Source: an optimization exercise on an open RTL-to-GDS flow (aim: small area, a short achievable clock period and few clock cycles per item). Production flows keep margins and buffers that such runs may drop.
Only simulation tests tie the RTL to the original design; equivalence was not proved.

==> flow/design.v (outline; a module is shown in full before it is edited, if it fits) <==
// module npu_requant: 1395 lines
// module rq_fa: 4 lines
// module rq_ha: 4 lines
// module rq_bsel: 4 lines
// module rq_xor: 3 lines
// module rq_xnor: 3 lines
// module rq_mux2i: 3 lines
// module rq_nand2: 3 lines
// module rq_nor2: 3 lines
// module rq_aoi21: 3 lines
// module rq_oai21: 3 lines
// module rq_inv: 3 lines
module npu_requant #(
  localparam int M_LEN  = 32,
  localparam int S_LEN  = 32,
  localparam int SH_LEN = 5
) (
  input  logic              clk_i,
  input  logic              rstn_i,
  input  logic              clear_i,
  input  logic [M_LEN-1:0]  acc_i,
  input  logic [S_LEN-1:0]  mult_i,
  input  logic [SH_LEN-1:0] shift_i,
  input  logic              valid_i,
  output logic              ready_o,
  output logic [M_LEN-1:0]  data_o,
  output logic              valid_o,
  input  logic              ready_i
);
  // ...
==> flow/flow/run.sh <==
#!/bin/bash
# The standard ORFS layout (standard.sh) with different repair settings:
#   SETUP_SLACK_MARGIN=5.7 "BUFFER_PORTS_ARGS=-buffer_cell sky130_fd_sc_hd__buf_1" "CTS_ARGS=-sink_clustering_enable -repair_clock_nets -buf_list sky130_fd_sc_hd__clkbuf_8 -dont_use_dummy_load"
# All of the flow's output goes to standard.log; ORFS keeps each step's log under orfs/logs.
set -euo pipefail
bash standard.sh SETUP_SLACK_MARGIN=5.7 "BUFFER_PORTS_ARGS=-buffer_cell sky130_fd_sc_hd__buf_1" "CTS_ARGS=-sink_clustering_enable -repair_clock_nets -buf_list sky130_fd_sc_hd__clkbuf_8 -dont_use_dummy_load" finish > standard.log 2>&1
==> flow/standard.sh <==
#!/bin/bash
# synth_recipe.tcl (not shown) runs the flow's synth.tcl, then flattens the netlist and writes it again
# the make line also repeats each setting of config.mk as NAME=value (left out here)
make -C /OpenROAD-flow-scripts/flow DESIGN_CONFIG=/design/flow/config.mk WORK_HOME=/design/flow/orfs CLKGATE_MAP_FILE= SYNTH_SCRIPT=/design/flow/synth_recipe.tcl "${@:-finish}"
==> flow/config.mk <==
export PLATFORM = sky130hd
export DESIGN_NAME = npu_requant
export DESIGN_NICKNAME = npu_requant
export VERILOG_FILES = /design/flow/design.v
export SDC_FILE = /design/flow/constraint.sdc
export NUM_CORES = 4
export LEC_CHECK = 0
export CAP_MARGIN = 5
export CORE_MARGIN = 2
export CORE_UTILIZATION = 70
export CTS_BUF_LIST = sky130_fd_sc_hd__clkbuf_8
export PLACE_DENSITY = 0.8
export SETUP_SLACK_MARGIN = 5
export SLEW_MARGIN = 5
export SYNTH_HIERARCHICAL = 1
export SYNTH_MINIMUM_KEEP_SIZE = 0
==> flow/constraint.sdc <==
create_clock -name core_clock -period 10.0 [get_ports {clk_i}]
set_input_delay 2.0000 -clock core_clock [delete_from_list [all_inputs] [get_ports {clk_i}]]
set_output_delay 2.0000 -clock core_clock [all_outputs]
set_load 0.01 [all_outputs]
==> impl_metrics.csv, run 1 <==
group,metric,value,unit
outcome,status,"complete, no violations",
cells_and_area,design.seq.count,221,
drt,route.detailed.drc,0,
synthesis,synth.most_common_cell,"xor2_1",
synthesis,synth_xor_area_share,17.0,%
die,die_x,210,um
cells_and_area,final_util,79.1,%
worst_setup_path,cp-end-kind,"register",
synthesis,synth-simple-area-share,2.81,%
sta,max_freq,0.232,GHz
cells_and_area,buffer_area_share,5.83,%
cts,post-cts-setup-buffers,1,
drt,ant_nets,0,
synthesis,avgSynthCellArea,11.7,sq um
sta,drv_slew,0,
worst_setup_path,cp_cell_sequence,"buf_12 -> buf_4 -> o22ai_1 -> xor2_1 -> fa_1 -> fa_1 -> fa_1 -> fa_1 -> fa_1 -> fa_1",
global_route,grt_max_degree,77,
cts,cts_resized,39,
cts,htreeDepth,2,
cells_and_area,final_cell_mix,"519 x xor2_1, 496 x o22ai_1, 444 x fa_1, 218 x edfxtp_1, 167 x inv_1",
die,initial_core_util,70.9,%
cells_and_area,multi_input_area,22700,sq um
cells_and_area,final_area,33100,sq um
worst_setup_path,crit_path_start_kind,"register",
worst_setup_path,timing.rr.start,"accn1_q[11]",
Testbench counts, summed over its fixed seeds: cycles 8,012, items 8,000.
==> run 2: changes to the inputs <==
--- a/flow/config.mk
+++ b/flow/config.mk
@@ -7,9 +7,8 @@
 export LEC_CHECK = 0
 export CAP_MARGIN = 5
 export CORE_MARGIN = 2
-export CORE_UTILIZATION = 70
+export CORE_UTILIZATION = 65
 export CTS_BUF_LIST = sky130_fd_sc_hd__clkbuf_8
-export PLACE_DENSITY = 0.8
 export SETUP_SLACK_MARGIN = 5
 export SLEW_MARGIN = 5
 export SYNTH_HIERARCHICAL = 1
==> run 2 against run 1 <==
Net effect: global-route usage down 2.7 points; still clean; first-iteration DRC count down 17%; count of clock-buffer cells in the layout unchanged.
==> impl_metrics.csv, run 2 <==
group,metric,value,unit
drt,wirelength,95600,um
cells_and_area,largest_reg_flops,48,
worst_setup_path,arrival,2.29,ns
drt,wl_per_cell,28.2,um
die,coreArea,45200,sq um
cts,cts_sinks,221,
worst_setup_path,path_max_fanout,17,
cts,cts_buffers,40,
die,initial_core_util,65.6,%
synthesis,synth_cell_types,41,
die,die_y,218,um
job,drv_cap,0,
sta,tns,0,ns
cells_and_area,seqCellArea,6620,sq um
global_route,grtUsageMet1,52.3,%
die,die_x,218,um
sta,slew_headroom,36.8,%
worst_setup_path,critical_path_class,"in2out",
synthesis,synth_top_area_share,31.4,%
hold_path,hp-class,"reg2reg",
sta,rsz0062_at_grt,"false",
placement,gp_congestion,0.873,
cells_and_area,final_cell_mix,"524 x xor2_1, 507 x o22ai_1, 445 x fa_1, 218 x edfxtp_1, 167 x inv_1",
sta,drv_slew,0,
placement,place_hpwl,59100,um
cts,cts_tree,"yes",
cts,clk_pin_slew_worst_paths,0.05,ns
sta,hold_viol,0,
drt,vias,24142,
synthesis,synth_seq_area_share,22.3,%
worst_setup_path,cp-end-kind,"primary output",
cells_and_area,multi_input_area,22500,sq um
die,rows,78,
worst_setup_path,cpPeakStageDelay,0.16,ns
global_route,grt_pass1_vias,25470,
drt,route.detailed.drc,0,
synthesis,synth_area_leaders,"fa_1 31%, edfxtp_1 22%, xor2_1 15%",
cts,htreeDepth,2,
synthesis,synth_edf_count,218,
cells_and_area,diodes,0,
worst_setup_path,critical_path.top_delay_family,"buffers and inverters",
die,dieArea,47400,sq um
drt,ant_nets,0,
global_route,grt_usage,40.8,%
synthesis,synth.most_common_cell,"xor2_1",
worst_setup_path,critPathBufInv,2,
sta,whs,0.568,ns
cts,clk_latency,0.63,ns
global_route,grt_use_met2,61.9,%
sta,finalCritPeriodShare,42.9,%
die,io_pins,108,
synthesis,syn_nets,3209,
worst_setup_path,cp.required,8.00,ns
synthesis,ys_top_cells_by_count,"524 x xor2_1, 512 x o22ai_1, 466 x fa_1, 218 x edfxtp_1, 168 x inv_1",
global_route,grt_max_degree,73,
global_route,grtUsageMet3,13.9,%
global_route,grt_pass1_wl,145000,um
synthesis,syn_area,29700,sq um
global_route,grt_busiest_layer,"met2",
global_route,grt_overflow,0,
worst_setup_path,cp_cell_sequence,"clkbuf_16 -> buf_6",
cts,cts_root_buf,"clkbuf_8",
synthesis,yosys_warnings,12,
drt,viasPerCell,7.13,
sta,worst_slew_pin_slew,0.949,ns
synthesis,async_flop_share,1.36,%
synthesis,synth-seq-cells,221,
drt,drt_iter0_drc,3490,
cells_and_area,nets,3451,
placement,port_buffers,107,
cells_and_area,syn2layout_area_growth,9.82,%
sta,setup_viol,0,
cells_and_area,num-fill-cells,3300,
worst_setup_path,crit_path_start_kind,"input pin",
cells_and_area,top_regs,"b2_q: 48 flops, a2_q: 47 flops",
outcome,status,"complete, no violations",
synthesis,yosys.area.top_type,"fa_1",
sta,fin_worst_skew,0.0513,ns
sta,max_freq,0.233,GHz
cells_and_area,largest-register,"b2_q",
cts,hold_buffers,0,
cells_and_area,final_common_cell,"xor2_1",
cells_and_area,drive_above_1_share,8.58,%
drt,first_pass_iters,7,
synthesis,avgSynthCellArea,11.7,sq um
global_route,grt_antenna_before_repair,0,
cts,max-clock-path-buffers,3,
synthesis,synth_cells,2545,
sta,fin_crit,4.29,ns
synthesis,ys.flop_type,"edfxtp_1",
worst_setup_path,cp_slowest_cell,"clkbuf_16",
run 2: Yosys stat by module, one instance, submodules excluded:
module | times used | area, sq um
rq_mux2i | 160 | 10.0
rq_aoi21 | 52 | 8.76
rq_nand2 | 57 | 3.75
rq_xnor | 38 | 8.76
rq_fa | 466 | 20.0
rq_xor | 523 | 8.76
rq_nor2 | 12 | 3.75
rq_inv | 12 | 3.75
rq_bsel | 512 | 6.26
rq_ha | 79 | 12.5
rq_oai21 | 24 | 5.00
npu_requant | 1 | 8750
run 2: repair_timing:
action / CTS / global route
endpoints found under the setup margin: 35 / 50
pin swaps: 0 / 4
buffers inserted: 2 / 5
gates resized for setup: 7 / 102
cloned: 0 / 1
run 2: cell type report:
class	instances	area share (%)
Sequential cell	221	20.3
Inverter	170	1.97
Clock buffer	40	1.69
Timing Repair Buffer	209	4.65
Multi-Input combinational cell	2145	69.1
Tap cell	600	2.30
run 2: stage by stage:
step                      util, %  std cells  cell area, sq um  setup WS (ns)
after floorplan                 -       2545             29700           5.48
after global placement       69.8       3337             31600           5.57
after detailed placement     69.8       3337             31600           5.55
after CTS                    71.2       3379             32200           5.70
after global routing         72.1       3385             32600           5.69
final                        72.1       3385             32600           5.71
run 2: tightest hold or removal path, delay by kind of cell, from the launching register on:
family,cells,cell delay (ns)
DFF,1,0.35
muxes,1,0.07
and+or+nand+nor,1,0.10
run 2: path summary, 6_finish.rpt:
| path | start | endpoint | slack, ns | depth (start not counted) |
|---|---|---|---|---|
| max reg2reg | accn1_q[25] | b2_q[31] | 5.74 | 9 |
| min reg2reg | v2_q | v2_q | 0.57 | 2 |
| min in group asynchronous | rstn_i | v3_q | 1.17 | 1 |
| max in group asynchronous | rstn_i | v2_q | 8.68 | 1 |
| max | ready_i | ready_o | 5.71 | 2 |
| min | v2_q | v2_q | 0.57 | 2 |
run 2: routing by layer:
layer	share of wire (%)	wire length [um]
met1	36	34000
met2	44	42300
met4	6.0	5730
met5	0	0
met3	14	13500
run 2: cells by family after synthesis:
group,count (synthesis),synth area share [%]
AO/OA/AOI/OAI,617,13.3
flip-flops,221,22.3
adder cells (fa/ha/maj),590,36.7
buffers and inverters,179,2.30
other,1,0.0126
AND/OR/NAND/NOR,197,2.81
multiplexers,163,5.50
XOR/XNOR,577,17.0
==> run 3: changes to the inputs <==
--- a/flow/config.mk
+++ b/flow/config.mk
@@ -7,7 +7,7 @@
 export LEC_CHECK = 0
 export CAP_MARGIN = 5
 export CORE_MARGIN = 2
-export CORE_UTILIZATION = 65
+export CORE_UTILIZATION = 60
 export CTS_BUF_LIST = sky130_fd_sc_hd__clkbuf_8
 export SETUP_SLACK_MARGIN = 5
 export SLEW_MARGIN = 5
==> run 3 against run 2 <==
Net effect: still clean on timing, DRC and antenna; critical path depth up 6; register-to-register slack worse by 0.05 ns; core utilization down 5.1 points; sequential cell count unchanged; first-iteration DRC count down 11%; largest cell class unchanged.
==> impl_metrics.csv, run 3 <==
group,metric,value,unit
outcome,status,"complete, no violations",
sta,fin_worst_skew,0.0452,ns
cts,clk_latency,0.62,ns
worst_setup_path,cp-end-kind,"register",
synthesis,synth_area_leaders,"fa_1 31%, edfxtp_1 22%, xor2_1 15%",
die,io_pins,108,
cts,cts_sinks,221,
synthesis,synth-seq-cells,221,
cells_and_area,top_regs,"b2_q: 48 flops, a2_q: 47 flops",
die,die_x,226,um
sta,drv_slew,0,
worst_setup_path,critical_path_class,"reg2reg",
placement,port_buffers,107,
drt,route.detailed.drc,0,
sta,max_freq,0.232,GHz
synthesis,syn_area,29700,sq um
cells_and_area,largest_reg_flops,48,
drt,drt_iter0_drc,3114,
sta,hold_viol,0,
synthesis,synth_cells,2545,
worst_setup_path,crit_top_cell,"fa_1",
die,dieArea,51200,sq um
die,initial_core_util,60.7,%
placement,gp_congestion,0.917,
worst_setup_path,cp.required,10.36,ns
drt,wirelength,96200,um
synthesis,synth_seq_area_share,22.3,%
synthesis,syn_nets,3209,
global_route,grt_max_degree,82,
drt,viasPerCell,6.92,
cts,cts_tree,"yes",
worst_setup_path,crit_path_start_kind,"register",
sta,finalCritPeriodShare,43.1,%
worst_setup_path,cp_slowest_cell,"fa_1",
global_route,grt_usage,38.2,%
synthesis,synth_edf_count,218,
worst_setup_path,arrival,4.66,ns
worst_setup_path,cpPeakStageDelay,0.57,ns
cts,max-clock-path-buffers,3,
sta,setup_viol,0,
cts,cts_buffers,40,
cells_and_area,final_common_cell,"xor2_1",
sta,rsz0062_at_grt,"true",
job,drv_cap,0,
placement,place_hpwl,59100,um
cells_and_area,drive_above_1_share,8.87,%
synthesis,ys_top_cells_by_count,"524 x xor2_1, 512 x o22ai_1, 466 x fa_1, 218 x edfxtp_1, 168 x inv_1",
synthesis,avgSynthCellArea,11.7,sq um
cells_and_area,nets,3452,
cts,clk_pin_slew_worst_paths,0.06,ns
sta,whs,0.527,ns
global_route,grt_pass1_wl,147000,um
worst_setup_path,path_max_fanout,8,
synthesis,synth_cell_types,41,
synthesis,async_flop_share,1.36,%
drt,first_pass_iters,6,
synthesis,yosys.area.top_type,"fa_1",
drt,wl_per_cell,27.9,um
die,coreArea,48800,sq um
drt,ant_nets,0,
cells_and_area,syn2layout_area_growth,10.4,%
drt,vias,23865,
cts,htreeDepth,2,
cts,hold_buffers,0,
synthesis,ys.flop_type,"edfxtp_1",
sta,worst_slew_pin_slew,0.901,ns
global_route,grt_antenna_before_repair,1,
die,die_y,226,um
worst_setup_path,cp_cell_sequence,"or2_4 -> nor2_1 -> fa_1 -> fa_1 -> fa_1 -> fa_1 -> fa_1 -> fa_1",
sta,fin_crit,4.31,ns
sta,tns,0,ns
sta,slew_headroom,39.9,%
synthesis,synth.most_common_cell,"xor2_1",
synthesis,synth_top_area_share,31.4,%
cts,cts_root_buf,"clkbuf_8",
global_route,grt_overflow,0,
hold_path,hp-class,"reg2reg",
global_route,grt_pass1_vias,25212,
cells_and_area,largest-register,"b2_q",
cells_and_area,final_cell_mix,"523 x xor2_1, 504 x o22ai_1, 445 x fa_1, 218 x edfxtp_1, 167 x inv_1",
synthesis,yosys_warnings,12,
die,rows,81,
==> run 3: cell counts after synthesis <==
No cell type changed its count.
==> run 3: worst max-delay path, delay by kind of cell (launching register included) <==
family / cells / cell delay (ns)
adders and majority gates: 6 / 2.87
DFF: 1 / 0.52
and+or+nand+nor: 2 / 0.64
==> run 3: routing by layer <==
metal | wire (um) | vias up | share of wire [%] | GRT usage (%)
met5 | 0 | - | 0 | 0
met4 | 4520 | 0 | 4.7 | 18.2
met3 | 12400 | 452 | 13 | 11.7
met2 | 42600 | 1968 | 44 | 57.2
met1 | 36700 | 11780 | 38 | 51.0
li1 | - | 9665 | - | -
==> run 3: path summary, 6_finish.rpt <==
check / start / end / slack, ns / cells after the start
max: sh1_q[1] / b2_q[36] / 5.69 / 8
min: v2_q / v2_q / 0.53 / 2
max reg2reg: sh1_q[1] / b2_q[36] / 5.69 / 8
min reg2reg: v2_q / v2_q / 0.53 / 2
max in group asynchronous: rstn_i / v2_q / 8.65 / 1
min in group asynchronous: rstn_i / v1_q / 1.18 / 1
==> run 3: repair_timing <==
item	CTS	global route
pin swaps	2	5
gates resized for setup	33	83
setup endpoints to repair	126	120
gates cloned	1	1
setup buffers	2	7
==> run 3: kinds of logic after synthesis <==
family                   synth area share [%]
AO/OA/AOI/OAI                            13.3
adder cells (fa/ha/maj)                  36.7
XOR/XNOR                                 17.0
flip-flops                               22.3
AND/OR/NAND/NOR                          2.81
buffers and inverters                    2.30
multiplexers                             5.50
other                                  0.0126
==> run 3: cell type report <==
| type | count | area, sq um |
|---|---|---|
| multi-input cells | 2146 | 22600 |
| fillers | 3870 | 16100 |
| flip-flops and latches | 221 | 6620 |
| repair buffers | 209 | 1510 |
| well taps | 664 | 831 |
| inverters | 170 | 642 |
| clock buffers | 40 | 551 |
| diodes | 1 | 2.50 |
==> run 3: through the flow <==
stage | cells | setup slack, ns | util [%] | area (sq um)
final | 3451 | 5.69 | 67.0 | 32700
after global routing | 3450 | 5.59 | 67.0 | 32700
after CTS | 3442 | 5.69 | 66.2 | 32300
after detailed placement | 3399 | 4.54 | 64.7 | 31600
after global placement | 3399 | 4.67 | 64.7 | 31600
after floorplan | 2545 | 5.48 | - | 29700
==> run 3: Yosys stat by module, one instance, submodules excluded, excerpt <==
module	flops+latches	copies in the design
rq_ha	0	79
rq_nand2	0	57
rq_mux2i	0	160
npu_requant	221	1
rq_bsel	0	512
rq_xor	0	523
rq_oai21	0	24
rq_aoi21	0	52
==> run 4: changes to the inputs <==
==> flow/flow/run.sh (replaced) <==
#!/bin/bash
# The standard ORFS layout (standard.sh) with different repair settings:
#   SETUP_SLACK_MARGIN=5.7 "BUFFER_PORTS_ARGS=-buffer_cell sky130_fd_sc_hd__buf_1" "CTS_ARGS=-sink_clustering_enable -repair_clock_nets -buf_list sky130_fd_sc_hd__clkbuf_8 -dont_use_dummy_load -sink_clustering_size 16 -sink_clustering_max_diameter 110"
# All of the flow's output goes to standard.log; ORFS keeps each step's log under orfs/logs.
set -euo pipefail
bash standard.sh SETUP_SLACK_MARGIN=5.7 "BUFFER_PORTS_ARGS=-buffer_cell sky130_fd_sc_hd__buf_1" "CTS_ARGS=-sink_clustering_enable -repair_clock_nets -buf_list sky130_fd_sc_hd__clkbuf_8 -dont_use_dummy_load -sink_clustering_size 16 -sink_clustering_max_diameter 110" finish > standard.log 2>&1
==> run 4 against run 3 <==
Net effect: still clean on timing, DRC and antenna; critical path depth is 1 higher; core utilization is 0.11 points lower; synthesized cell count stayed put; die area stayed put; global-route usage is 0.15 points lower; count of clock-buffer cells in the layout is 22 lower; largest cell class unchanged.
==> impl_metrics.csv, run 4 <==
group,metric,value,unit
cts,cts_root_buf,"clkbuf_8",
sta,slew_headroom,40.2,%
drt,ant_nets,0,
global_route,grt_pass1_vias,25074,
cells_and_area,diodes,0,
sta,hold_viol,0,
worst_setup_path,cpPeakStageDelay,0.63,ns
synthesis,async_flop_share,1.36,%
worst_setup_path,cp-end-kind,"register",
cts,clk_pin_slew_worst_paths,0.12,ns
cts,cts_tree,"yes",
cells_and_area,syn2layout_area_growth,10.2,%
sta,setup_viol,0,
cells_and_area,final_cell_mix,"522 x xor2_1, 503 x o22ai_1, 443 x fa_1, 218 x edfxtp_1, 168 x inv_1",
die,initial_core_util,60.7,%
drt,route.detailed.drc,0,
synthesis,syn_area,29700,sq um
placement,dp_slack,4.54,ns
cells_and_area,final_common_cell,"xor2_1",
global_route,grt_pass1_wl,147000,um
synthesis,synth_seq_area_share,22.3,%
synthesis,synth_top_area_share,31.4,%
cts,max-clock-path-buffers,3,
synthesis,synth_cells,2545,
die,coreArea,48800,sq um
synthesis,syn_nets,3209,
placement,port_buffers,107,
synthesis,yosys.area.top_type,"fa_1",
worst_setup_path,r2r_cells,9,
sta,finalCritPeriodShare,42.8,%
cells_and_area,top_regs,"b2_q: 48 flops, a2_q: 47 flops",
drt,vias,23766,
worst_setup_path,path_max_fanout,32,
cts,cts_buffers,18,
global_route,grt_usage,38.1,%
global_route,grt_overflow,0,
outcome,status,"complete, no violations",
sta,max_freq,0.233,GHz
synthesis,synth_cell_types,41,
sta,tns,0,ns
drt,viasPerCell,6.91,
drt,wl_per_cell,28.3,um
worst_setup_path,critical_path_class,"reg2reg",
cts,clk_latency,0.60,ns
cts,htreeDepth,1,
synthesis,synth-seq-cells,221,
sta,fin_ws,5.72,ns
cells_and_area,nets,3441,
cells_and_area,largest-register,"b2_q",
drt,first_pass_iters,6,
die,rows,81,
synthesis,ys.flop_type,"edfxtp_1",
cts,hold_buffers,0,
cells_and_area,num-fill-cells,3879,
synthesis,synth.most_common_cell,"xor2_1",
worst_setup_path,cp.required,10.32,ns
hold_path,hp-class,"reg2reg",
die,die_x,226,um
synthesis,yosys_warnings,12,
sta,worst_slew_pin_slew,0.896,ns
synthesis,avgSynthCellArea,11.7,sq um
sta,fin_worst_skew,0.0485,ns
worst_setup_path,critical_path.top_delay_family,"adder cells",
worst_setup_path,arrival,4.61,ns
die,dieArea,51200,sq um
sta,drv_slew,0,
worst_setup_path,cp_cell_sequence,"buf_6 -> o22ai_1 -> xor2_1 -> fa_1 -> fa_2 -> fa_1 -> fa_2 -> fa_1 -> fa_1",
sta,fin_crit,4.28,ns
worst_setup_path,crit_top_cell,"fa_1",
global_route,grt_antenna_before_repair,0,
placement,gp_congestion,0.917,
hold_path,whs_path_depth,2,
synthesis,ys_top_cells_by_count,"524 x xor2_1, 512 x o22ai_1, 466 x fa_1, 218 x edfxtp_1, 168 x inv_1",
die,io_pins,108,
worst_setup_path,crit_cells,9,
placement,place_hpwl,59100,um
cells_and_area,largest_reg_flops,48,
die,die_y,226,um
cells_and_area,drive_above_1_share,8.61,%
sta,rsz0062_at_grt,"true",
drt,wirelength,97300,um
drt,drt_iter0_drc,3160,
worst_setup_path,critPathBufInv,1,
synthesis,synth_edf_count,218,
worst_setup_path,crit_path_start_kind,"register",
worst_setup_path,cp_slowest_cell,"fa_1",
job,drv_cap,0,
synthesis,synth_area_leaders,"fa_1 31%, edfxtp_1 22%, xor2_1 15%",
cts,cts_sinks,221,
global_route,grt_max_degree,82,
cells_and_area,final_util,66.9,%
sta,whs,0.537,ns
==> run 4: cell counts after synthesis <==
Identical to the previous run, type by type.
==> run 4: layer usage <==
layer | global-route usage [%] | share of wire, %
met4 | 16.4 | 5.2
met5 | 0 | 0
met3 | 10.9 | 14
met2 | 57.7 | 44
met1 | 51.4 | 37
==> run 4: final cells by class <==
cell class	instances	area (sq um)	area share, %
Multi-Input combinational cell	2146	22600	69.2
Tap cell	664	831	2.54
Inverter	170	638	1.95
Sequential cell	221	6620	20.3
Clock buffer	18	248	0.758
Timing Repair Buffer	220	1740	5.34
==> run 4: repair_timing <==
action	CTS	global route
gates cloned	1	5
gates resized for setup	46	95
endpoints found under the setup margin	126	120
pin swaps	1	7
buffers inserted	3	13
==> run 4: worst register-to-register path: cells and delay by family, from the launching register on <==
family,cells,cell delay [ns]
adder cells (fa/ha/maj),6,2.92
flip-flops,1,0.36
buffers and inverters,1,0.33
AO/OA/AOI/OAI,1,0.21
XOR/XNOR,1,0.20
==> run 4: final timing paths <==
kind	to	slack [ns]	startpoint
max reg2reg	b2_q[31]	5.72	accn1_q[21]
max in group asynchronous	v2_q	8.64	rstn_i
min	v2_q	0.54	v2_q
min in group asynchronous	v1_q	1.20	rstn_i
min reg2reg	v2_q	0.54	v2_q
max	b2_q[31]	5.72	accn1_q[21]
==> run 4: per-stage QoR <==
step | cell area, sq um | cells
after detailed placement | 31600 | 3399
after floorplan | 29700 | 2545
after global placement | 31600 | 3399
final | 32700 | 3439
after global routing | 32700 | 3439
after CTS | 32100 | 3421
==> run 4: logic make-up (layout without fill, tap and decap cells) <==
| kind of cell | Yosys count | count (layout) | share of synthesized area [%] |
|---|---|---|---|
| flops | 221 | 221 | 22.3 |
| xor+xnor | 577 | 578 | 17.0 |
| buf+inv | 179 | 408 | 2.30 |
| compound gates | 617 | 617 | 13.3 |
| fa+ha+maj | 590 | 590 | 36.7 |
| mux | 163 | 163 | 5.50 |
| other cells | 1 | 1 | 0.0126 |
| simple gates | 197 | 197 | 2.81 |
==> run 4: modules after synthesis, one instance, submodules excluded, excerpt <==
module       cell area [sq um]  copies in the design  cells inside
rq_xor                    8.76                   523             1
rq_aoi21                  8.76                    52             1
npu_requant               8750                     1           610
rq_bsel                   6.26                   512             1
rq_nand2                  3.75                    57             1
rq_oai21                  5.00                    24             1
rq_nor2                   3.75                    12             1
rq_ha                     12.5                    79             1
rq_xnor                   8.76                    38             1
rq_inv                    3.75                    12             1
rq_mux2i                  10.0                   160             1
==> run 5: changes to the inputs <==
==> flow/flow/run.sh (replaced) <==
#!/bin/bash
# The standard ORFS layout (standard.sh) with different repair settings:
#   SETUP_SLACK_MARGIN=5.75 "BUFFER_PORTS_ARGS=-buffer_cell sky130_fd_sc_hd__buf_1" "CTS_ARGS=-sink_clustering_enable -repair_clock_nets -buf_list sky130_fd_sc_hd__clkbuf_8 -dont_use_dummy_load -sink_clustering_size 12 -sink_clustering_max_diameter 100"
# All of the flow's output goes to standard.log; ORFS keeps each step's log under orfs/logs.
set -euo pipefail
bash standard.sh SETUP_SLACK_MARGIN=5.75 "BUFFER_PORTS_ARGS=-buffer_cell sky130_fd_sc_hd__buf_1" "CTS_ARGS=-sink_clustering_enable -repair_clock_nets -buf_list sky130_fd_sc_hd__clkbuf_8 -dont_use_dummy_load -sink_clustering_size 12 -sink_clustering_max_diameter 100" finish > standard.log 2>&1
--- a/flow/config.mk
+++ b/flow/config.mk
@@ -7,7 +7,7 @@
 export LEC_CHECK = 0
 export CAP_MARGIN = 5
 export CORE_MARGIN = 2
-export CORE_UTILIZATION = 60
+export CORE_UTILIZATION = 65
 export CTS_BUF_LIST = sky130_fd_sc_hd__clkbuf_8
 export SETUP_SLACK_MARGIN = 5
 export SLEW_MARGIN = 5
==> run 5 against run 4 <==
Net effect: cell area grew 0.67%; sequential cell count stayed put; maximum frequency up 0.53%; critical path depth grew 1; highest routed layer unchanged.
==> impl_metrics.csv, run 5 <==
group,metric,value,unit
die,coreArea,45200,sq um
die,dieArea,47400,sq um
cts,cts_sinks,221,
drt,vias,24119,
cts,clk_pin_slew_worst_paths,0.08,ns
cts,max-clock-path-buffers,3,
global_route,grt_pass1_wl,145000,um
worst_setup_path,cp.required,10.35,ns
synthesis,synth_seq_area_share,22.3,%
worst_setup_path,ff2ff_setup_slack,5.74,ns
cells_and_area,num-fill-cells,3255,
synthesis,synth.most_common_cell,"xor2_1",
cts,cts_buffers,22,
worst_setup_path,crit_path_start_kind,"register",
drt,wl_per_cell,28.6,um
placement,dp_slack,5.13,ns
placement,gp_congestion,0.907,
synthesis,avgSynthCellArea,11.7,sq um
synthesis,synth_cells,2545,
cells_and_area,largest_reg_flops,48,
synthesis,synth-seq-cells,221,
drt,drt_iter0_drc,3564,
cts,clk_latency,0.62,ns
drt,first_pass_iters,8,
worst_setup_path,cp-end-kind,"register",
cells_and_area,multi_input_area,22700,sq um
job,drv_cap,0,
global_route,grt_antenna_before_repair,0,
synthesis,ys_top_cells_by_count,"524 x xor2_1, 512 x o22ai_1, 466 x fa_1, 218 x edfxtp_1, 168 x inv_1",
synthesis,yosys_warnings,12,
worst_setup_path,reg2reg_to,"b2_q[31]",
placement,dp_cells,3336,
die,initial_core_util,65.6,%
cells_and_area,final_cell_mix,"518 x xor2_1, 496 x o22ai_1, 441 x fa_1, 218 x edfxtp_1, 166 x inv_1",
die,die_y,218,um
synthesis,async_flop_share,1.36,%
sta,fin_ws,5.74,ns
sta,hold_viol,0,
sta,fin_crit,4.26,ns
cts,htreeDepth,1,
cts,cts_tree,"yes",
cells_and_area,final_common_cell,"xor2_1",
outcome,status,"complete, no violations",
cts,cts_root_buf,"clkbuf_8",
cells_and_area,final_util,72.8,%
cells_and_area,seqCellArea,6620,sq um
cells_and_area,largest-register,"b2_q",
hold_path,hold-path-endpoint,"v3_q",
sta,finalCritPeriodShare,42.6,%
synthesis,syn_area,29700,sq um
hold_path,whs_path_depth,2,
sta,fin_worst_skew,0.0284,ns
placement,port_buffers,107,
synthesis,synth_cell_types,41,
drt,route.detailed.drc,0,
cts,hold_buffers,0,
cells_and_area,fin_cells,3386,
sta,worst_slew_pin_slew,0.812,ns
synthesis,synth_area_leaders,"fa_1 31%, edfxtp_1 22%, xor2_1 15%",
global_route,grt_usage,40.6,%
die,die_x,218,um
sta,tns,0,ns
cells_and_area,nets,3452,
synthesis,yosys.area.top_type,"fa_1",
worst_setup_path,path_max_fanout,49,
synthesis,synth_top_area_share,31.4,%
hold_path,min_from,"v3_q",
cells_and_area,top_regs,"b2_q: 48 flops, a2_q: 47 flops",
global_route,grt_overflow,0,
die,io_pins,108,
sta,drv_slew,0,
drt,ant_nets,0,
worst_setup_path,timing.rr.start,"accn1_q[31]",
worst_setup_path,r2r_cells,10,
worst_setup_path,arrival,4.61,ns
drt,viasPerCell,7.12,
drt,wirelength,96700,um
hold_path,hp-class,"reg2reg",
synthesis,ys.flop_type,"edfxtp_1",
cells_and_area,diodes,0,
sta,slew_headroom,45.9,%
synthesis,syn_nets,3209,
placement,place_hpwl,58200,um
synthesis,synth_edf_count,218,
cells_and_area,syn2layout_area_growth,10.9,%
global_route,grt_max_degree,65,
die,rows,78,
global_route,grt_pass1_vias,25495,
worst_setup_path,critical_path_class,"reg2reg",
sta,setup_viol,0,
cells_and_area,drive_above_1_share,9.69,%
sta,max_freq,0.235,GHz
sta,rsz0062_at_grt,"true",
## run 5: cell counts after synthesis
No cell type changed its count.
## run 5: area by class of cell
type | instances | share of cell area, %
multi-input combinational | 2145 | 68.9
inverter | 170 | 1.95
tap | 600 | 2.28
clock buffer | 22 | 0.920
timing repair buffer | 228 | 5.79
sequential | 221 | 20.1
## run 5: modules after synthesis (local to each module, per instance)
module       cell area, sq um  cells
npu_requant              8750    610
rq_fa                    20.0      1
rq_ha                    12.5      1
rq_mux2i                 10.0      1
rq_aoi21                 8.76      1
rq_xnor                  8.76      1
rq_xor                   8.76      1
rq_bsel                  6.26      1
rq_oai21                 5.00      1
rq_inv                   3.75      1
rq_nand2                 3.75      1
rq_nor2                  3.75      1
## run 5: worst max path at each step
| stage | end | cells past startpoint | slack, ns | startpoint |
|---|---|---|---|---|
| after floorplan | b2_q[34] | 8 | 5.48 | accn1_q[31] |
| after global placement | ready_o | 2 | 5.17 | ready_i |
| after detailed placement | ready_o | 2 | 5.13 | ready_i |
| after CTS | ready_o | 2 | 5.62 | ready_i |
| after global routing | b2_q[34] | 9 | 5.64 | accn1_q[17] |
| final | b2_q[31] | 10 | 5.74 | accn1_q[31] |
## run 5: repair_timing
item / in CTS / in global routing
resized for setup: 21 / 173
setup buffers: 6 / 14
pin swaps: 0 / 10
cloned: 1 / 7
endpoints found under the setup margin: 51 / 56
## run 5: metrics by stage
stage,cell area [sq um],hold slack [ns]
final,32900,0.530
after global routing,32900,0.579
after CTS,32000,0.543
after detailed placement,31500,0.525
after global placement,31500,0.502
after floorplan,29700,0.474
## run 5: cell families after synthesis
logic type,share of synthesized area (%)
DFF,22.3
adders and majority gates,36.7
and+or+nand+nor,2.81
buffers and inverters,2.30
other,0.0126
xor gates and xnor gates,17.0
AOI/OAI and AO/OA,13.3
muxes,5.50
## run 5: critical path, cell delays in order (launching register included)
cell and delay [ns]:
edfxtp_1 0.39, buf_12 0.27, xor2_2 0.41, a21oi_1 0.09, ha_1 0.31, inv_1 0.08
fa_2 0.59, fa_2 0.44, fa_1 0.51, fa_1 0.43, fa_1 0.48
## run 5: per-layer routing
layer / vias to the layer above / part of all wire [%] / track usage (%)
met4: 0 / 5.8 / 18.1
li1: 9678 / - / -
met1: 11835 / 36 / 54.5
met2: 2085 / 44 / 62.2
met5: - / 0 / 0
met3: 521 / 14 / 11.4
==> run 6: changes to the inputs <==
==> flow/flow/run.sh (replaced) <==
#!/bin/bash
# The standard ORFS layout (standard.sh) with different repair settings:
#   SETUP_SLACK_MARGIN=5.7 "BUFFER_PORTS_ARGS=-buffer_cell sky130_fd_sc_hd__buf_1" "CTS_ARGS=-sink_clustering_enable -repair_clock_nets -buf_list sky130_fd_sc_hd__clkbuf_8 -dont_use_dummy_load -sink_clustering_size 10 -sink_clustering_max_diameter 90"
# All of the flow's output goes to standard.log; ORFS keeps each step's log under orfs/logs.
set -euo pipefail
bash standard.sh SETUP_SLACK_MARGIN=5.7 "BUFFER_PORTS_ARGS=-buffer_cell sky130_fd_sc_hd__buf_1" "CTS_ARGS=-sink_clustering_enable -repair_clock_nets -buf_list sky130_fd_sc_hd__clkbuf_8 -dont_use_dummy_load -sink_clustering_size 10 -sink_clustering_max_diameter 90" finish > standard.log 2>&1
==> run 6 against run 5 <==
Net effect: still clean on timing, DRC and antenna; core utilization decreased by 0.65 points; first-iteration DRC count shrank 12%; maximum frequency is 0.87% lower; die area unchanged; register-to-register slack got worse by 0.04 ns; sequential cell count stayed put; non-clock buffer count is 20 lower; synthesized cell count did not move.
==> impl_metrics.csv, run 6 <==
group,metric,value,unit
die,die_y,218,um
global_route,grtUsageMet3,12.9,%
global_route,grtUsageMet1,52.3,%
cts,clk_latency,0.67,ns
sta,slew_headroom,36.6,%
cells_and_area,final_area,32600,sq um
sta,drv_slew,0,
synthesis,async_flop_share,1.36,%
sta,setup_viol,0,
cts,cts_tree,"yes",
sta,whs,0.539,ns
placement,place_hpwl,59100,um
global_route,grt_pass1_wl,144000,um
cells_and_area,drive_above_1_share,8.81,%
cells_and_area,largest_reg_flops,48,
drt,wirelength,94800,um
cells_and_area,largest-register,"b2_q",
cells_and_area,final_cell_mix,"520 x xor2_1, 498 x o22ai_1, 444 x fa_1, 218 x edfxtp_1, 167 x inv_1",
worst_setup_path,path_max_fanout,32,
synthesis,yosys.area.top_type,"fa_1",
placement,port_buffers,107,
cts,clk_pin_slew_worst_paths,0.08,ns
cells_and_area,num-fill-cells,3261,
sta,rsz0062_at_grt,"true",
cells_and_area,final_common_cell,"xor2_1",
cts,htreeDepth,1,
worst_setup_path,cpPeakStageDelay,0.55,ns
die,io_pins,108,
die,dieArea,47400,sq um
worst_setup_path,crit_top_cell,"fa_1",
synthesis,synth_edf_count,218,
sta,fin_crit,4.30,ns
worst_setup_path,cp_slowest_cell,"fa_1",
worst_setup_path,arrival,4.63,ns
synthesis,synth-seq-cells,221,
sta,hold_viol,0,
synthesis,yosys_warnings,12,
drt,first_pass_iters,6,
die,initial_core_util,65.6,%
global_route,grt_usage,40.4,%
worst_setup_path,crit_path_start_kind,"register",
synthesis,syn_nets,3209,
cells_and_area,diodes,0,
synthesis,synth.most_common_cell,"xor2_1",
outcome,status,"complete, no violations",
global_route,grt_use_met2,61.9,%
placement,placed_area,31600,sq um
drt,ant_nets,0,
job,drv_cap,0,
global_route,grt_overflow,0,
synthesis,avgSynthCellArea,11.7,sq um
sta,max_freq,0.233,GHz
synthesis,synth_cell_types,41,
cts,cts_root_buf,"clkbuf_8",
worst_setup_path,critical_path_class,"reg2reg",
drt,viasPerCell,7.09,
cts,max-clock-path-buffers,3,
worst_setup_path,cp.required,10.33,ns
cells_and_area,nets,3437,
drt,drt_iter0_drc,3147,
global_route,grt_pass1_vias,25372,
cells_and_area,top_regs,"b2_q: 48 flops, a2_q: 47 flops",
synthesis,synth_area_leaders,"fa_1 31%, edfxtp_1 22%, xor2_1 15%",
global_route,grt_busiest_layer,"met2",
drt,vias,23900,
sta,fin_worst_skew,0.111,ns
global_route,grt_max_degree,73,
synthesis,ys_top_cells_by_count,"524 x xor2_1, 512 x o22ai_1, 466 x fa_1, 218 x edfxtp_1, 168 x inv_1",
cts,cts_sinks,221,
cts,cts_buffers,27,
die,die_x,218,um
drt,route.detailed.drc,0,
synthesis,synth_cells,2545,
synthesis,syn_area,29700,sq um
drt,wl_per_cell,28.1,um
cells_and_area,syn2layout_area_growth,9.95,%
sta,tns,0,ns
synthesis,ys.flop_type,"edfxtp_1",
die,rows,78,
sta,finalCritPeriodShare,43.0,%
die,coreArea,45200,sq um
synthesis,synth_seq_area_share,22.3,%
placement,gp_congestion,0.873,
worst_setup_path,cp_cell_sequence,"buf_12 -> o22ai_1 -> xor2_1 -> fa_1 -> fa_1 -> fa_1 -> fa_2 -> fa_1 -> fa_1",
worst_setup_path,cp-end-kind,"register",
hold_path,hp-class,"reg2reg",
global_route,grt_antenna_before_repair,1,
synthesis,synth_top_area_share,31.4,%
sta,worst_slew_pin_slew,0.951,ns
[run 6: cell count changes in the layout (fill, tap and decap cells not counted), sizes merged]
cell,before,now
buf,218,204
clkbuf,32,31
[run 6: layout make-up]
type	instances	area (sq um)	share of cell area (%)
clock buffer	27	372	1.14
inverter	170	642	1.97
multi-input combinational	2145	22600	69.4
sequential	221	6620	20.3
tap	600	751	2.30
timing repair buffer	208	1610	4.92
[run 6: Yosys stat by module, one instance, submodules excluded, excerpt]
module / cells inside / flip-flops and latches / copies in the design / area (sq um)
rq_nand2: 1 / 0 / 57 / 3.75
rq_oai21: 1 / 0 / 24 / 5.00
rq_xor: 1 / 0 / 523 / 8.76
rq_xnor: 1 / 0 / 38 / 8.76
rq_nor2: 1 / 0 / 12 / 3.75
rq_ha: 1 / 0 / 79 / 12.5
npu_requant: 610 / 221 / 1 / 8750
rq_aoi21: 1 / 0 / 52 / 8.76
rq_fa: 1 / 0 / 466 / 20.0
rq_mux2i: 1 / 0 / 160 / 10.0
[run 6: cell families (layout without fill, tap and decap cells)]
kind of cell,count (synthesis),count (layout),share of synthesized area [%]
xor gates and xnor gates,577,577,17.0
buffers and inverters,179,405,2.30
muxes,163,163,5.50
AOI/OAI and AO/OA,617,617,13.3
adders and majority gates,590,590,36.7
and+or+nand+nor,197,197,2.81
other,1,1,0.0126
DFF,221,221,22.3
[run 6: metal layers]
layer | wire, um | vias to the layer above
li1 | - | 9631
met1 | 33700 | 11750
met2 | 42400 | 2047
met3 | 13400 | 470
met4 | 5180 | 2
met5 | 17 | -
[run 6: final timing paths]
| kind | depth (start not counted) | slack, ns | end | start |
|---|---|---|---|---|
| hold / removal | 0 | 0.54 | sh2_q[2] | sh1_q[2] |
| hold reg to reg | 0 | 0.54 | sh2_q[2] | sh1_q[2] |
| max in group asynchronous | 1 | 8.71 | v2_q | rstn_i |
| setup reg to reg | 9 | 5.70 | b2_q[31] | accn1_q[24] |
| min in group asynchronous | 1 | 1.13 | v3_q | rstn_i |
| setup / recovery | 9 | 5.70 | b2_q[31] | accn1_q[24] |
[run 6: worst max-delay path, delay by kind of cell (launching register included)]
kind / cells / cell delay (ns)
adders and majority gates: 6 / 2.84
DFF: 1 / 0.42
AOI/OAI and AO/OA: 1 / 0.24
xor gates and xnor gates: 1 / 0.23
buffers and inverters: 1 / 0.20
[run 6: stage by stage]
stage               std cells  setup WS, ns  util [%]
global route             3371          5.67      72.2
global placement         3337          5.57      69.8
finish                   3371          5.70      72.2
CTS                      3366          5.70      70.8
floorplan                2545          5.48         -
detailed placement       3337          5.55      69.8
[run 6: timing repair]
item	in CTS	in global routing
buffers inserted	2	4
hold buffers	0	0
endpoints found under the hold margin	0	0
gates cloned	0	1
setup endpoints to repair	41	52
pin swaps	0	11
resized for setup	17	154
==> run 7: changes to the inputs <==
==> flow/flow/run.sh (replaced) <==
#!/bin/bash
# The standard ORFS layout (standard.sh) with different repair settings:
#   SETUP_SLACK_MARGIN=5.7 SKIP_GATE_CLONING=1 "BUFFER_PORTS_ARGS=-buffer_cell sky130_fd_sc_hd__buf_1" "CTS_ARGS=-sink_clustering_enable -repair_clock_nets -buf_list sky130_fd_sc_hd__clkbuf_8 -dont_use_dummy_load -sink_clustering_size 12 -sink_clustering_max_diameter 100"
# All of the flow's output goes to standard.log; ORFS keeps each step's log under orfs/logs.
set -euo pipefail
bash standard.sh SETUP_SLACK_MARGIN=5.7 SKIP_GATE_CLONING=1 "BUFFER_PORTS_ARGS=-buffer_cell sky130_fd_sc_hd__buf_1" "CTS_ARGS=-sink_clustering_enable -repair_clock_nets -buf_list sky130_fd_sc_hd__clkbuf_8 -dont_use_dummy_load -sink_clustering_size 12 -sink_clustering_max_diameter 100" finish > standard.log 2>&1
==> run 7 against run 6 <==
Net effect: routed wire length is 0.13% lower; die area stayed put; sequential share of layout area is 0.21 points higher; hold slack better by 0.038 ns; setup slack better by 0.011 ns; synthesized area stayed put; maximum frequency is 0.26% higher; critical endpoint is now ready_o.
==> impl_metrics.csv, run 7 <==
group,metric,value,unit
cts,cts_root_buf,"clkbuf_8",
worst_setup_path,cp_cell_sequence,"clkbuf_16 -> buf_6",
synthesis,syn_nets,3209,
sta,whs,0.577,ns
synthesis,synth_edf_count,218,
worst_setup_path,cp_slowest_cell,"clkbuf_16",
die,initial_core_util,65.6,%
cells_and_area,final_area,32300,sq um
synthesis,syn_area,29700,sq um
drt,ant_nets,0,
sta,fin_crit,4.29,ns
synthesis,ys.flop_type,"edfxtp_1",
cells_and_area,final_util,71.5,%
die,die_y,218,um
synthesis,yosys_warnings,12,
placement,dp_slack,5.55,ns
placement,port_buffers,107,
drt,wirelength,94600,um
global_route,grt_antenna_before_repair,1,
cells_and_area,top_regs,"b2_q: 48 flops, a2_q: 47 flops",
worst_setup_path,path_max_fanout,17,
sta,rsz0062_at_grt,"true",
placement,dp_cells,3337,
drt,route.detailed.drc,0,
placement,gp_congestion,0.873,
cts,cts_tree,"yes",
placement,placed_area,31600,sq um
placement,place_hpwl,59100,um
sta,drv_slew,0,
cells_and_area,fin_cells,3365,
worst_setup_path,critical_path_class,"in2out",
cts,max-clock-path-buffers,3,
cts,cts_buffers,22,
drt,wl_per_cell,28.1,um
die,dieArea,47400,sq um
job,drv_cap,0,
sta,tns,0,ns
sta,fin_ws,5.71,ns
die,coreArea,45200,sq um
synthesis,avgSynthCellArea,11.7,sq um
cells_and_area,multi_input_area,22500,sq um
synthesis,synth_seq_area_share,22.3,%
cts,clk_latency,0.65,ns
worst_setup_path,arrival,2.29,ns
cells_and_area,largest-register,"b2_q",
worst_setup_path,cp-end-kind,"primary output",
drt,viasPerCell,7.10,
worst_setup_path,cpPeakStageDelay,0.16,ns
cells_and_area,final_cell_mix,"524 x xor2_1, 508 x o22ai_1, 445 x fa_1, 218 x edfxtp_1, 167 x inv_1",
synthesis,async_flop_share,1.36,%
cells_and_area,syn2layout_area_growth,8.84,%
die,io_pins,108,
sta,fin_worst_skew,0.0474,ns
drt,first_pass_iters,9,
sta,setup_viol,0,
sta,finalCritPeriodShare,42.9,%
cts,hold_buffers,0,
worst_setup_path,crit_path_start_kind,"input pin",
cts,htreeDepth,1,
outcome,status,"complete, no violations",
global_route,grt_max_degree,73,
global_route,grt_usage,40.4,%
worst_setup_path,cp.required,8.00,ns
global_route,grt_overflow,0,
synthesis,synth_cell_types,41,
drt,drt_iter0_drc,3069,
cells_and_area,final_common_cell,"xor2_1",
cts,clk_pin_slew_worst_paths,0.08,ns
synthesis,synth_cells,2545,
global_route,grt_pass1_vias,25247,
cells_and_area,largest_reg_flops,48,
sta,slew_headroom,36.8,%
synthesis,synth-seq-cells,221,
synthesis,synth_area_leaders,"fa_1 31%, edfxtp_1 22%, xor2_1 15%",
cells_and_area,seqCellArea,6620,sq um
global_route,grt_pass1_wl,144000,um
die,die_x,218,um
sta,worst_slew_pin_slew,0.948,ns
synthesis,synth_top_area_share,31.4,%
synthesis,ys_top_cells_by_count,"524 x xor2_1, 512 x o22ai_1, 466 x fa_1, 218 x edfxtp_1, 168 x inv_1",
synthesis,yosys.area.top_type,"fa_1",
sta,max_freq,0.233,GHz
sta,hold_viol,0,
die,rows,78,
cells_and_area,nets,3430,
worst_setup_path,critPathBufInv,2,
synthesis,synth.most_common_cell,"xor2_1",
drt,vias,23884,
worst_setup_path,critical_path.top_delay_family,"buffers and inverters",
cells_and_area,drive_above_1_share,7.89,%
hold_path,hp-class,"reg2reg",
cells_and_area,num-fill-cells,3322,
cts,cts_sinks,221,
## run 7: cell counts after synthesis
No cell type changed its count.
## run 7: cells by family after synthesis
kind of cell | after synthesis | share of synthesized area [%]
adders and majority gates | 590 | 36.7
and+or+nand+nor | 197 | 2.81
DFF | 221 | 22.3
AOI/OAI and AO/OA | 617 | 13.3
other | 1 | 0.0126
buffers and inverters | 179 | 2.30
xor gates and xnor gates | 577 | 17.0
muxes | 163 | 5.50
## run 7: per-module statistics from Yosys, one instance, submodules excluded
module | flops+latches | copies in the design | cell area, sq um | cells
npu_requant | 221 | 1 | 8750 | 610
rq_aoi21 | 0 | 52 | 8.76 | 1
rq_bsel | 0 | 512 | 6.26 | 1
rq_fa | 0 | 466 | 20.0 | 1
rq_ha | 0 | 79 | 12.5 | 1
rq_inv | 0 | 12 | 3.75 | 1
rq_mux2i | 0 | 160 | 10.0 | 1
rq_nand2 | 0 | 57 | 3.75 | 1
rq_nor2 | 0 | 12 | 3.75 | 1
rq_oai21 | 0 | 24 | 5.00 | 1
rq_xnor | 0 | 38 | 8.76 | 1
rq_xor | 0 | 523 | 8.76 | 1
## run 7: tightest hold or removal path: stages, from the launching register on
cell and delay [ns]:
dfrtp_1 0.36, mux2i_1 0.08, nor2_1 0.10
## run 7: path summary, 6_finish.rpt
path	from	slack, ns	cells after the start	to
hold reg to reg	v1_q	0.58	2	v2_q
hold / removal	v1_q	0.58	2	v2_q
setup / recovery	ready_i	5.71	2	ready_o
setup reg to reg	accn1_q[15]	5.76	9	b2_q[36]
min in group asynchronous	rstn_i	1.18	1	v3_q
max in group asynchronous	rstn_i	8.67	1	v1_q
## run 7: routing by layer
metal,up-vias,wire length [um],part of all wire [%],GRT usage (%)
li1,9630,-,-,-
met1,11680,33900,36,52.3
met2,2073,42100,44,62.3
met3,501,13500,14,13.1
met4,0,5090,5.4,18.5
met5,-,0,0,0.729
## run 7: timing repair
action                                  CTS  global route
resized for setup                         7            99
pin swaps                                 0             3
endpoints found under the setup margin   34            53
setup buffers                             4             1
cloned                                    0             0
## run 7: area by class of cell
cell class | count | area share (%)
Tap cell | 600 | 2.33
Clock buffer | 22 | 0.938
Multi-Input combinational cell | 2145 | 69.7
Antenna cell | 1 | 0.00775
Sequential cell | 221 | 20.5
Inverter | 170 | 1.99
Timing Repair Buffer | 206 | 4.56
==> run 8: changes to the inputs <==
==> flow/flow/run.sh (replaced) <==
#!/bin/bash
# The standard ORFS layout (standard.sh) with different repair settings:
#   SETUP_SLACK_MARGIN=5.67 "BUFFER_PORTS_ARGS=-buffer_cell sky130_fd_sc_hd__buf_1" "CTS_ARGS=-sink_clustering_enable -repair_clock_nets -buf_list sky130_fd_sc_hd__clkbuf_8 -dont_use_dummy_load -sink_clustering_size 12 -sink_clustering_max_diameter 100"
# All of the flow's output goes to standard.log; ORFS keeps each step's log under orfs/logs.
set -euo pipefail
bash standard.sh SETUP_SLACK_MARGIN=5.67 "BUFFER_PORTS_ARGS=-buffer_cell sky130_fd_sc_hd__buf_1" "CTS_ARGS=-sink_clustering_enable -repair_clock_nets -buf_list sky130_fd_sc_hd__clkbuf_8 -dont_use_dummy_load -sink_clustering_size 12 -sink_clustering_max_diameter 100" finish > standard.log 2>&1
==> run 8 against run 7 <==
Net effect: cell count is 0.18% higher; still clean on timing, DRC and antenna; global-route usage is 0.65 points higher; via count is 0.69% higher; maximum frequency is 0.49% lower.
==> impl_metrics.csv, run 8 <==
group,metric,value,unit
outcome,status,"complete, no violations",
worst_setup_path,reg2reg_to,"b2_q[31]",
synthesis,synth_cell_types,41,
cts,cts_sinks,221,
synthesis,synth_top_area_share,31.4,%
sta,slew_headroom,21.8,%
cells_and_area,final_common_cell,"xor2_1",
sta,worst_slew_pin_slew,1.17,ns
cells_and_area,drive_above_1_share,8.48,%
global_route,grt_pass1_vias,25573,
worst_setup_path,critical_path.top_delay_family,"buffers and inverters",
drt,first_pass_iters,9,
drt,vias,24049,
sta,hold_viol,0,
worst_setup_path,r2r_cells,10,
cells_and_area,syn2layout_area_growth,9.40,%
job,drv_cap,0,
worst_setup_path,cpPeakStageDelay,0.17,ns
cts,hold_buffers,0,
drt,drt_iter0_drc,3491,
drt,wl_per_cell,28.4,um
synthesis,avgSynthCellArea,11.7,sq um
sta,finalCritPeriodShare,43.1,%
global_route,grt_usage,41.1,%
worst_setup_path,crit_path_start,"ready_i",
drt,wirelength,95700,um
die,coreArea,45200,sq um
placement,gp_congestion,0.903,
global_route,grt_pass1_wl,147000,um
cts,clk_pin_slew_worst_paths,0.08,ns
cts,htreeDepth,1,
worst_setup_path,timing.rr.start,"accn1_q[31]",
sta,tns,0,ns
worst_setup_path,cp.required,8.00,ns
synthesis,yosys_warnings,12,
cells_and_area,largest-register,"b2_q",
worst_setup_path,critical_path_class,"in2out",
synthesis,synth-seq-cells,221,
synthesis,synth.most_common_cell,"xor2_1",
drt,route.detailed.drc,0,
cells_and_area,nets,3436,
cts,cts_root_buf,"clkbuf_8",
worst_setup_path,cp-end-kind,"primary output",
sta,rsz0062_at_grt,"false",
placement,place_hpwl,58500,um
die,die_y,218,um
cells_and_area,final_cell_mix,"523 x xor2_1, 505 x o22ai_1, 443 x fa_1, 218 x edfxtp_1, 167 x inv_1",
synthesis,synth_area_leaders,"fa_1 31%, edfxtp_1 22%, xor2_1 15%",
drt,viasPerCell,7.13,
sta,max_freq,0.232,GHz
cts,clk_latency,0.61,ns
cells_and_area,top_regs,"b2_q: 48 flops, a2_q: 47 flops",
synthesis,synth_seq_area_share,22.3,%
die,die_x,218,um
cts,max-clock-path-buffers,3,
synthesis,syn_area,29700,sq um
global_route,grt_antenna_before_repair,0,
synthesis,synth_cells,2545,
synthesis,ys.flop_type,"edfxtp_1",
synthesis,ys_top_cells_by_count,"524 x xor2_1, 512 x o22ai_1, 466 x fa_1, 218 x edfxtp_1, 168 x inv_1",
worst_setup_path,cp_slowest_cell,"clkbuf_16",
die,initial_core_util,65.6,%
cts,cts_tree,"yes",
worst_setup_path,path_max_fanout,16,
sta,fin_crit,4.31,ns
placement,port_buffers,107,
worst_setup_path,crit_path_start_kind,"input pin",
drt,ant_nets,0,
die,dieArea,47400,sq um
synthesis,yosys.area.top_type,"fa_1",
worst_setup_path,ff2ff_setup_slack,5.71,ns
sta,drv_slew,0,
global_route,grt_max_degree,89,
sta,fin_worst_skew,0.0379,ns
synthesis,syn_nets,3209,
cells_and_area,largest_reg_flops,48,
cts,cts_buffers,22,
worst_setup_path,crit_cells,2,
global_route,grt_overflow,0,
die,io_pins,108,
hold_path,hp-class,"reg2reg",
worst_setup_path,cp_cell_sequence,"clkbuf_16 -> buf_6",
synthesis,synth_edf_count,218,
die,rows,78,
sta,setup_viol,0,
worst_setup_path,critPathBufInv,2,
worst_setup_path,arrival,2.31,ns
worst_setup_path,critPathCapture,"ready_o",
synthesis,async_flop_share,1.36,%
-- run 8: logic make-up (layout without fill, tap and decap cells) --
logic type                 Yosys count  in the layout  share of synthesized area (%)
AOI/OAI and AO/OA                  617            617                           13.3
and+or+nand+nor                    197            197                           2.81
muxes                              163            163                           5.50
buffers and inverters              179            403                           2.30
DFF                                221            221                           22.3
other                                1              2                         0.0126
xor gates and xnor gates           577            578                           17.0
adders and majority gates          590            590                           36.7
-- run 8: worst min path at each step --
stage	slack [ns]	depth (start not counted)	to	startpoint
after floorplan	0.47	0	sh2_q[4]	sh1_q[4]
after global placement	0.50	2	v2_q	v2_q
after detailed placement	0.51	2	v2_q	v2_q
after CTS	0.53	2	v2_q	v2_q
after global routing	0.56	2	v2_q	v2_q
final	0.54	2	v2_q	v2_q
-- run 8: cell type report --
type                            instances  area [sq um]
Multi-Input combinational cell       2146         22600
Fill cell                            3279         12700
Sequential cell                       221          6620
Timing Repair Buffer                  211          1540
Tap cell                              600           751
Inverter                              170           642
Clock buffer                           22           303
Antenna cell                            1          2.50
-- run 8: layer usage --
layer | vias up | global-route usage, % | routed length (um)
met1 | 11805 | 54.5 | 35000
met4 | 2 | 18.0 | 4800
li1 | 9649 | - | -
met2 | 2107 | 60.9 | 41700
met5 | - | 0 | 52
met3 | 486 | 15.0 | 14200
-- run 8: per-module statistics from Yosys, one instance, submodules excluded --
module | times used | area, sq um | flops+latches | cells
npu_requant | 1 | 8750 | 221 | 610
rq_xnor | 38 | 8.76 | 0 | 1
rq_nor2 | 12 | 3.75 | 0 | 1
rq_mux2i | 160 | 10.0 | 0 | 1
rq_xor | 523 | 8.76 | 0 | 1
rq_bsel | 512 | 6.26 | 0 | 1
rq_oai21 | 24 | 5.00 | 0 | 1
rq_ha | 79 | 12.5 | 0 | 1
rq_fa | 466 | 20.0 | 0 | 1
rq_nand2 | 57 | 3.75 | 0 | 1
rq_aoi21 | 52 | 8.76 | 0 | 1
rq_inv | 12 | 3.75 | 0 | 1
-- run 8: what timing repair did --
item / CTS / global route
gates cloned: 3 / 0
setup buffers: 1 / 11
pin swaps: 1 / 4
endpoints found under the hold margin: 0 / 0
gates resized for setup: 19 / 108
setup endpoints to repair: 53 / 53
-- run 8: through the flow --
stage               setup WS (ns)  area [sq um]  utilization, %  hold slack, ns  instances
global route                 5.67         32400            71.8           0.560       3370
global placement             4.77         31500            69.8           0.503       3333
finish                       5.69         32500            71.8           0.542       3371
floorplan                    5.48         29700               -           0.474       2545
CTS                          5.67         32000            70.7           0.535       3359
detailed placement           4.57         31500            69.8           0.515       3333
==> run 9: changes to the inputs <==
==> flow/flow/run.sh (replaced) <==
#!/bin/bash
# The standard ORFS layout (standard.sh) with different repair settings:
#   SETUP_SLACK_MARGIN=5.7 "BUFFER_PORTS_ARGS=-buffer_cell sky130_fd_sc_hd__buf_1" "CTS_ARGS=-sink_clustering_enable -repair_clock_nets -buf_list sky130_fd_sc_hd__clkbuf_8 -dont_use_dummy_load -sink_clustering_size 12 -sink_clustering_max_diameter 100"
# All of the flow's output goes to standard.log; ORFS keeps each step's log under orfs/logs.
set -euo pipefail
bash standard.sh SETUP_SLACK_MARGIN=5.7 "BUFFER_PORTS_ARGS=-buffer_cell sky130_fd_sc_hd__buf_1" "CTS_ARGS=-sink_clustering_enable -repair_clock_nets -buf_list sky130_fd_sc_hd__clkbuf_8 -dont_use_dummy_load -sink_clustering_size 12 -sink_clustering_max_diameter 100" finish > standard.log 2>&1
--- a/flow/config.mk
+++ b/flow/config.mk
@@ -7,7 +7,7 @@
 export LEC_CHECK = 0
 export CAP_MARGIN = 5
 export CORE_MARGIN = 2
-export CORE_UTILIZATION = 65
+export CORE_UTILIZATION = 60
 export CTS_BUF_LIST = sky130_fd_sc_hd__clkbuf_8
 export SETUP_SLACK_MARGIN = 5
 export SLEW_MARGIN = 5
==> run 9 against run 8 <==
Net effect: still clean; synthesized cell count unchanged; die area up 8.2%; first-iteration DRC count down 10%; count of clock-buffer cells in the layout unchanged; critical path depth up 7; sequential cell count unchanged; cell area up 0.77%; synthesized area unchanged.
==> impl_metrics.csv, run 9 <==
group,metric,value,unit
synthesis,yosys.area.top_type,"fa_1",
synthesis,synth_top_area_share,31.4,%
die,die_y,226,um
global_route,grt_usage,38.1,%
synthesis,synth_edf_count,218,
cts,cts_root_buf,"clkbuf_8",
drt,route.detailed.drc,0,
cells_and_area,fin_cells,3445,
sta,worst_slew_pin_slew,0.913,ns
synthesis,synth.most_common_cell,"xor2_1",
sta,finalCritPeriodShare,42.6,%
placement,place_hpwl,59100,um
cts,cts_sinks,221,
worst_setup_path,critical_path_class,"reg2reg",
cts,clk_latency,0.61,ns
placement,gp_congestion,0.917,
die,die_x,226,um
cts,clk_pin_slew_worst_paths,0.09,ns
sta,hold_viol,0,
cells_and_area,final_common_cell,"xor2_1",
cells_and_area,num-fill-cells,3871,
global_route,grt_overflow,0,
drt,wirelength,97400,um
sta,fin_worst_skew,0.0313,ns
cts,max-clock-path-buffers,3,
die,dieArea,51200,sq um
cells_and_area,syn2layout_area_growth,10.2,%
cells_and_area,top_regs,"b2_q: 48 flops, a2_q: 47 flops",
cts,htreeDepth,1,
sta,max_freq,0.235,GHz
synthesis,yosys_warnings,12,
worst_setup_path,arrival,4.61,ns
drt,vias,23834,
sta,rsz0062_at_grt,"false",
worst_setup_path,cp-end-kind,"register",
sta,slew_headroom,39.1,%
cells_and_area,drive_above_1_share,8.78,%
worst_setup_path,crit_path_start_kind,"register",
synthesis,synth_cells,2545,
synthesis,synth-seq-cells,221,
drt,viasPerCell,6.92,
drt,drt_iter0_drc,3136,
worst_setup_path,cp.required,10.35,ns
global_route,grt_max_degree,82,
sta,tns,0,ns
placement,placed_area,31600,sq um
synthesis,syn_nets,3209,
die,io_pins,108,
synthesis,avgSynthCellArea,11.7,sq um
sta,setup_viol,0,
worst_setup_path,path_max_fanout,32,
die,rows,81,
cells_and_area,largest_reg_flops,48,
global_route,grt_pass1_wl,147000,um
drt,first_pass_iters,8,
synthesis,synth_cell_types,41,
cts,cts_buffers,22,
sta,fin_crit,4.26,ns
placement,port_buffers,107,
cells_and_area,final_cell_mix,"522 x xor2_1, 505 x o22ai_1, 442 x fa_1, 218 x edfxtp_1, 168 x inv_1",
global_route,grt_antenna_before_repair,0,
die,coreArea,48800,sq um
outcome,status,"complete, no violations",
drt,wl_per_cell,28.3,um
synthesis,syn_area,29700,sq um
synthesis,async_flop_share,1.36,%
cts,cts_tree,"yes",
synthesis,synth_area_leaders,"fa_1 31%, edfxtp_1 22%, xor2_1 15%",
synthesis,ys_top_cells_by_count,"524 x xor2_1, 512 x o22ai_1, 466 x fa_1, 218 x edfxtp_1, 168 x inv_1",
run 9: modules after synthesis (local to each module, per instance):
module	times used	cells inside	cell area [sq um]	flops+latches
npu_requant	1	610	8750	221
rq_fa	466	1	20.0	0
rq_bsel	512	1	6.26	0
rq_mux2i	160	1	10.0	0
rq_oai21	24	1	5.00	0
rq_xnor	38	1	8.76	0
rq_nor2	12	1	3.75	0
rq_inv	12	1	3.75	0
rq_xor	523	1	8.76	0
rq_aoi21	52	1	8.76	0
rq_nand2	57	1	3.75	0
rq_ha	79	1	12.5	0
run 9: timing repair:
item | in CTS | in global routing
cloned | 1 | 4
gates resized for setup | 32 | 104
setup endpoints to repair | 125 | 123
pin swaps | 1 | 8
hold buffers | 0 | 0
setup buffers | 3 | 15
run 9: stage by stage:
stage | utilization, % | worst slack (ns) | hold slack [ns]
floorplan | - | 5.48 | 0.474
global placement | 64.7 | 4.67 | 0.508
detailed placement | 64.7 | 4.54 | 0.515
CTS | 65.7 | 5.70 | 0.534
global route | 66.9 | 5.68 | 0.552
finish | 66.9 | 5.74 | 0.532
run 9: worst max-delay path, stage by stage (launching register included):
cell and delay (ns):
edfxtp_1 0.32, buf_4 0.45, o22ai_1 0.15, xor2_1 0.18, fa_1 0.47, fa_1 0.55
fa_1 0.48, fa_1 0.41, fa_1 0.53, fa_1 0.42
run 9: metal layers:
layer  vias to the layer above  track usage [%]  part of all wire (%)
met2                      1962             57.6                    44
met4                         2             16.6                   5.1
met1                     11755             51.3                    38
met5                         -                0                  0.10
li1                       9653                -                     -
met3                       462             11.1                    13
run 9: kinds of logic after synthesis:
group	count (synthesis)	synth area share [%]
AO/OA/AOI/OAI	617	13.3
XOR/XNOR	577	17.0
adder cells (fa/ha/maj)	590	36.7
buffers and inverters	179	2.30
flip-flops	221	22.3
multiplexers	163	5.50
other	1	0.0126
AND/OR/NAND/NOR	197	2.81
run 9: cell type report:
cell class                 count  area (sq um)  area share [%]
inverter                     170           638            1.95
sequential                   221          6620            20.2
antenna                        1          2.50         0.00765
timing repair buffer         221          1710            5.23
clock buffer                  22           303           0.926
multi-input combinational   2146         22600            69.1
tap                          664           831            2.54
run 9: path summary, 6_finish.rpt:
path | startpoint | to | slack (ns) | depth (start not counted)
hold reg to reg | v2_q | v2_q | 0.53 | 2
setup / recovery | twon1_q[11] | b2_q[36] | 5.74 | 9
min in group asynchronous | rstn_i | v3_q | 1.19 | 1
hold / removal | v2_q | v2_q | 0.53 | 2
setup reg to reg | twon1_q[11] | b2_q[36] | 5.74 | 9
max in group asynchronous | rstn_i | v1_q | 8.65 | 1

==> static timing again, ports no longer ideal <==
No port has a modelled driver above. Below, the same layouts with a new extraction and two added sets of constraints. Step 1 assumes that a clkbuf_16 drives the clock port and a buf_2 every other input. Step 2, shift: input delay + t, output delay - t, t = (earliest + latest rising clock arrival at the registers) / 2. This alone moves slack from input paths to output paths. Three values: ideal, step 1, step 2; two values: the first two.
run | t (ns) | slack for setup (ns) | worst setup path after step 2 | latest minus earliest clock arrival (ns) | worst register clock-pin slew, ns
run 1 | 0.656 | 5.686 / 5.483 / 5.483 | input to output | 0.099 / 0.098 | 0.06 / 0.06
run 2 | 0.661 | 5.712 / 5.673 / 5.673 | input to output | 0.051 / 0.051 | 0.06 / 0.06
run 3 | 0.657 | 5.691 / 5.691 / 5.398 | input to register | 0.045 / 0.045 | 0.06 / 0.06
run 4 | 0.637 | 5.716 / 5.716 / 5.399 | input to register | 0.049 / 0.049 | 0.12 / 0.12
run 5 | 0.661 | 5.738 / 5.611 / 5.610 | input to register | 0.033 / 0.033 | 0.10 / 0.10
run 6 | 0.674 | 5.701 / 5.673 / 5.673 | input to output | 0.112 / 0.112 | 0.09 / 0.09
run 7 | 0.686 | 5.712 / 5.672 / 5.672 | input to output | 0.047 / 0.047 | 0.10 / 0.10
run 8 | 0.651 | 5.691 / 5.508 / 5.508 | input to output | 0.039 / 0.038 | 0.09 / 0.09
run 9 | 0.651 | 5.738 / 5.732 / 5.438 | input to register | 0.031 / 0.031 | 0.09 / 0.09
After both steps every run listed still meets setup and hold. The setup slack of run 4, which loses most, moves by 0.000 ns with the drivers and by -0.317 ns with both steps.
